Context: an optimization exercise on an open-source flow, tuned for small area, a short achievable clock period and few clock cycles per item. The choices shown serve that exercise and are no tape-out recipe.
RTL that was checked went through simulation tests only; none was proved equivalent to the original.
Power figures rest on the tool's default switching activity, not on a simulated workload.

==> flow/design.v (excerpt) <==
module binary_neuron (
    input  logic                    clk,
    input  logic                    reset,
    input  logic                    in_valid,
    output logic                    in_ready,
    input  logic [320:0]            in_req,
    output logic                    out_valid,
    input  logic                    out_ready,
    output logic [9:0]              out_sum
);
    wire p1_0 = in_req[318] ^ (~in_req[64] & in_req[317]);
    wire p2_0 = in_req[319] ^ (~in_req[64] & (in_req[317] | in_req[318]));
    wire q3_0 = ~(in_req[320] ^ (~in_req[64] & (in_req[317] | in_req[318] | in_req[319])));
    wire p1_1 = in_req[314] ^ (~in_req[63] & in_req[313]);
    wire p2_1 = in_req[315] ^ (~in_req[63] & (in_req[313] | in_req[314]));
    wire q3_1 = ~(in_req[316] ^ (~in_req[63] & (in_req[313] | in_req[314] | in_req[315])));
    wire p1_2 = in_req[310] ^ (~in_req[62] & in_req[309]);
    wire p2_2 = in_req[311] ^ (~in_req[62] & (in_req[309] | in_req[310]));
    wire q3_2 = ~(in_req[312] ^ (~in_req[62] & (in_req[309] | in_req[310] | in_req[311])));
    wire p1_3 = in_req[306] ^ (~in_req[61] & in_req[305]);
    wire p2_3 = in_req[307] ^ (~in_req[61] & (in_req[305] | in_req[306]));
    wire q3_3 = ~(in_req[308] ^ (~in_req[61] & (in_req[305] | in_req[306] | in_req[307])));
    wire p1_4 = in_req[302] ^ (~in_req[60] & in_req[301]);
  ...
For scale: ~1000 cells after synthesis, about 340 I/O pins, about 12000 um2 of cells after synthesis.
export LEC_CHECK = 0
export CAP_MARGIN = 20
export CORE_MARGIN = 2
export CORE_UTILIZATION = 40
export SLEW_MARGIN = 20
export SYNTH_HIERARCHICAL = 1
export SYNTH_MINIMUM_KEEP_SIZE = 0
create_clock -name core_clock -period 6.0 [get_ports {clk}]
standard.sh (not shown) runs the stock make flow with config.mk's settings and CLKGATE_MAP_FILE= SYNTH_SCRIPT=/design/flow/synth_recipe.tcl, a recipe that flattens the netlist after the stock synthesis.
==> flow/flow/run.sh <==
#!/bin/bash
# The standard layout (standard.sh: ORFS synthesis to final layout), with
# one change: the input and output ports are buffered with the smallest
# buffer, sky130_fd_sc_hd__buf_1, instead of the cell buffer_ports picks by
# default (clkdlybuf4s50_1).  Later repair steps may still resize them.
set -euo pipefail
export BUFFER_PORTS_ARGS="-buffer_cell sky130_fd_sc_hd__buf_1"
bash standard.sh > standard_flow.log 2>&1
Change:
--- a/flow/config.mk
+++ b/flow/config.mk
@@ -9,4 +9,5 @@
 export CORE_MARGIN = 2
 export CORE_UTILIZATION = 40
+export CTS_BUF_LIST = sky130_fd_sc_hd__clkbuf_4 sky130_fd_sc_hd__clkbuf_8
 export SLEW_MARGIN = 20
 export SYNTH_HIERARCHICAL = 1
After rerunning:
- sequential share of layout area goes up by 0.29 points
- cell area goes down by 1.3%
- worst setup slack gains 0.031 ns
- maximum frequency goes up by 1.0%
- first-iteration DRC count goes up by 5.5%
- die area stays the same
- total power goes down by 3.8%
- hold slack gains 0.0045 ns
Change:
--- a/flow/config.mk
+++ b/flow/config.mk
@@ -9,5 +9,7 @@
 export CORE_MARGIN = 2
 export CORE_UTILIZATION = 40
-export CTS_BUF_LIST = sky130_fd_sc_hd__clkbuf_4 sky130_fd_sc_hd__clkbuf_8
+export CTS_BUF_LIST = sky130_fd_sc_hd__clkbuf_8
+export CTS_CLUSTER_DIAMETER = 100
+export CTS_CLUSTER_SIZE = 30
 export SLEW_MARGIN = 20
 export SYNTH_HIERARCHICAL = 1
- sequential power stays flat
- utilization stays the same
- flip-flop and latch count stays the same
- fmax is unchanged
- clock power barely changes
Change:
--- a/flow/config.mk
+++ b/flow/config.mk
@@ -9,7 +9,5 @@
 export CORE_MARGIN = 2
 export CORE_UTILIZATION = 40
-export CTS_BUF_LIST = sky130_fd_sc_hd__clkbuf_8
-export CTS_CLUSTER_DIAMETER = 100
-export CTS_CLUSTER_SIZE = 30
+export SETUP_SLACK_MARGIN = 3.2
 export SLEW_MARGIN = 20
 export SYNTH_HIERARCHICAL = 1
After rerunning:
- die area is unchanged
- setup slack gains 0.032 ns
- routed wire length went up by 10%
- flip-flop and latch count is unchanged
- area after synthesis stays the same
- fmax increases by 1.1%
- core utilization is higher by 10 points
- non-clock buffer count went up by 25
- clock power came out higher by 31%
No run of this note included a check of the RTL's function; only the layout flow was run.

========
Setup of run 2:
binary_neuron, a different RTL version from the one above (not shown whole).
Size in the first run: about 240 flip-flops, roughly 340 I/O pins, roughly 15000 sq um of cells after synthesis.
// binary_neuron
module binary_neuron (
    input  logic                    clk,
    input  logic                    reset,
    input  logic                    in_valid,
    output logic                    in_ready,
    input  logic [320:0]            in_req,
    output logic                    out_valid,
    input  logic                    out_ready,
    output logic [9:0]              out_sum
);
    wire p1_0 = in_req[318] ^ (~in_req[64] & in_req[317]);
    wire p2_0 = in_req[319] ^ (~in_req[64] & (in_req[317] | in_req[318]));
    wire q3_0 = ~(in_req[320] ^ (~in_req[64] & (in_req[317] | in_req[318] | in_req[319])));
    wire p1_1 = in_req[314] ^ (~in_req[63] & in_req[313]);
    wire p2_1 = in_req[315] ^ (~in_req[63] & (in_req[313] | in_req[314]));
    wire q3_1 = ~(in_req[316] ^ (~in_req[63] & (in_req[313] | in_req[314] | in_req[315])));
    wire p1_2 = in_req[310] ^ (~in_req[62] & in_req[309]);
    wire p2_2 = in_req[311] ^ (~in_req[62] & (in_req[309] | in_req[310]));
    wire q3_2 = ~(in_req[312] ^ (~in_req[62] & (in_req[309] | in_req[310] | in_req[311])));
    wire p1_3 = in_req[306] ^ (~in_req[61] & in_req[305]);
    wire p2_3 = in_req[307] ^ (~in_req[61] & (in_req[305] | in_req[306]));
  ...
==> flow/config.mk <==
export PLATFORM = sky130hd
export DESIGN_NAME = binary_neuron
export DESIGN_NICKNAME = binary_neuron
export VERILOG_FILES = /design/flow/design.v
export SDC_FILE = /design/flow/constraint.sdc
export NUM_CORES = 4
export LEC_CHECK = 0
export CAP_MARGIN = 20
export CORE_MARGIN = 2
export CORE_UTILIZATION = 40
export CTS_BUF_LIST = sky130_fd_sc_hd__clkbuf_8
export SLEW_MARGIN = 20
export SYNTH_HIERARCHICAL = 1
export SYNTH_MINIMUM_KEEP_SIZE = 0
==> flow/constraint.sdc <==
create_clock -name core_clock -period 6.0 [get_ports {clk}]
set_input_delay 1.2000 -clock core_clock [delete_from_list [all_inputs] [get_ports {clk}]]
set_output_delay 1.2000 -clock core_clock [all_outputs]
set_load 0.01 [all_outputs]
==> flow/flow/run.sh <==
#!/bin/bash
# The standard layout (standard.sh: ORFS synthesis to final layout), with
# two changes:
#  - the input and output ports are buffered with the smallest buffer,
#    sky130_fd_sc_hd__buf_1, instead of the cell buffer_ports picks by default
#    (clkdlybuf4s50_1); later repair steps may still resize them;
#  - clock tree synthesis adds no dummy loads to the clock tree, and groups
#    the flip-flops into clusters of up to 15 within 75 um for its leaf
#    buffers (instead of searching for a clustering itself).
set -euo pipefail
# keep temporary files (Yosys/ABC) inside the work folder
export TMPDIR="$PWD/tmp"
mkdir -p "$TMPDIR"
export BUFFER_PORTS_ARGS="-buffer_cell sky130_fd_sc_hd__buf_1"
export CTS_ARGS="-sink_clustering_enable -repair_clock_nets -buf_list sky130_fd_sc_hd__clkbuf_8 -dont_use_dummy_load -sink_clustering_size 15 -sink_clustering_max_diameter 75"
bash standard.sh > standard_flow.log 2>&1
Testbench counts of run 2, summed over its fixed seeds: cycles 3,232, items 3,200.
Setup changes, run 2 to run 1
- a change of CORE_UTILIZATION from 40 to 60
Results
Run 1: all stages complete, timing, DRC and antenna checks passed. Sort run 2 and run 1 by aggregate routed wire length asc -> top: run 1. Of the two values seen for capture point of the critical path, r1_s235 was produced by run 1 and r1_s341 by run 2. Re final count of negative-setup-slack endpoints: no difference whatsoever between run 1 and run 2. In the metrics for run 2 and run 1, the one carrying the lower cell area is run 1. Filler cell count in the final layout went down by more than a quarter going from run 2 to run 1. Relative to run 2, total power draw has gone down in run 1.

========
## v6
Another version of the RTL of binary_neuron (not shown whole).
Size: roughly 190 flip-flops, roughly 13,000 um^2 of cells after synthesis.
Design binary_neuron, start of the top module:
module binary_neuron (
    input  logic                    clk,
    input  logic                    reset,
    input  logic                    in_valid,
    output logic                    in_ready,
    input  logic [320:0]            in_req,
    output logic                    out_valid,
    input  logic                    out_ready,
    output logic [9:0]              out_sum
);
    wire p1_0 = in_req[318] ^ (~in_req[64] & in_req[317]);
    wire p2_0 = in_req[319] ^ (~in_req[64] & (in_req[317] | in_req[318]));
    wire q3_0 = ~(in_req[320] ^ (~in_req[64] & (in_req[317] | in_req[318] | in_req[319])));
    wire p1_1 = in_req[314] ^ (~in_req[63] & in_req[313]);
    wire p2_1 = in_req[315] ^ (~in_req[63] & (in_req[313] | in_req[314]));
    wire q3_1 = ~(in_req[316] ^ (~in_req[63] & (in_req[313] | in_req[314] | in_req[315])));
    wire p1_2 = in_req[310] ^ (~in_req[62] & in_req[309]);
    wire p2_2 = in_req[311] ^ (~in_req[62] & (in_req[309] | in_req[310]));
  ...
Settings: LEC_CHECK=0, CAP_MARGIN=20, CORE_MARGIN=2, CORE_UTILIZATION=40, SLEW_MARGIN=20, SYNTH_HIERARCHICAL=1, SYNTH_MINIMUM_KEEP_SIZE=0; clock period 6.0 ns.
==> flow/flow/run.sh <==
#!/bin/bash
# The standard layout (standard.sh: ORFS synthesis to final layout), with
# one change: the input and output ports are buffered with the smallest
# buffer, sky130_fd_sc_hd__buf_1, instead of the cell buffer_ports picks by
# default (clkdlybuf4s50_1).  Later repair steps may still resize them.
set -euo pipefail
export BUFFER_PORTS_ARGS="-buffer_cell sky130_fd_sc_hd__buf_1"
bash standard.sh > standard_flow.log 2>&1
The final layout from v6, which completed every stage, passed the timing, DRC and antenna checks at the end of the flow.
Testbench counts of v6, summed over its fixed seeds: cycles 3,224, items 3,200.
> inputs changed (v6 -> v7)
==> flow/run.sh (new file) <==
#!/bin/bash
# synth_recipe.tcl (not shown) runs the flow's synth.tcl, then flattens the netlist and writes it again
# the make line also repeats each setting of config.mk as NAME=value (left out here)
make -C /OpenROAD-flow-scripts/flow DESIGN_CONFIG=/design/flow/config.mk WORK_HOME=/design/flow/orfs CLKGATE_MAP_FILE= SYNTH_SCRIPT=/design/flow/synth_recipe.tcl finish
removed: flow/flow/run.sh
removed: flow/standard.sh
Relative to v6, share of total power in the clock network decreased by 0.4 points in v7.
v7 ended up with a higher smallest hold slack than v6 did.
Diff v6 -> v7: least setup slack across all paths after layout has decreased, final design instance area without fill has increased, routing usage on met1 has increased.
In the metrics for v7 and v6, the one carrying the lower depth of the critical timing path with buffers and inverters included is v6.
Looking at detailed-route wire length across both flows, v7 is the weaker of the two, with v6 ahead.
[compare] base=v6 new=v7: global placement routability congestion fell by about 1%; slew of the pin with the lowest slew margin went down 83 ps.
Diff v7..v6 | via count | negligible
Sequential share of layout area in v7 is 3.2 points lower than in v6

-- re-timing with driven ports --
Ports are ideal in the flow. The routed layouts listed here were re-timed in OpenROAD.
Step 1 assumes that a clkbuf_16 drives the clock port and a buf_2 every other input.
Step 2 also shifts input and output timing later by t, the mid clock arrival at the registers, as if the neighbouring blocks saw the same clock.
Three values: ideal ports, drivers, drivers and shift; two values: the first two.
run	t (ns)	slack for setup (ns)	latest minus earliest clock arrival (ns)	worst register clock-pin slew, ns	cell pins on the clock port's net
the first run of note 1	0.450	2.934 / 2.954 / 2.504	0.015 / 0.014	0.06 / 0.06	1
the second run of note 1	0.472	2.965 / 2.980 / 2.509	0.015 / 0.015	0.09 / 0.09	1
the third run of note 1	0.472	2.965 / 2.980 / 2.509	0.015 / 0.015	0.09 / 0.09	1
the fourth run of note 1	0.443	2.997 / 3.001 / 2.558	0.013 / 0.014	0.06 / 0.06	1
run 2	0.550	3.591 / 3.599 / 3.064	0.084 / 0.084	0.10 / 0.10	1
run 1	0.540	3.576 / 3.596 / 3.056	0.055 / 0.055	0.10 / 0.10	1
v6	0.469	2.838 / 2.838 / 2.574	0.011 / 0.011	0.07 / 0.07	1
v7	0.466	2.690 / 2.707 / 2.241	0.013 / 0.013	0.07 / 0.07	1
After both steps every run listed still meets setup and hold. The setup slack of run 2, which loses most, moves by +0.008 ns with the drivers and by -0.527 ns with both steps.
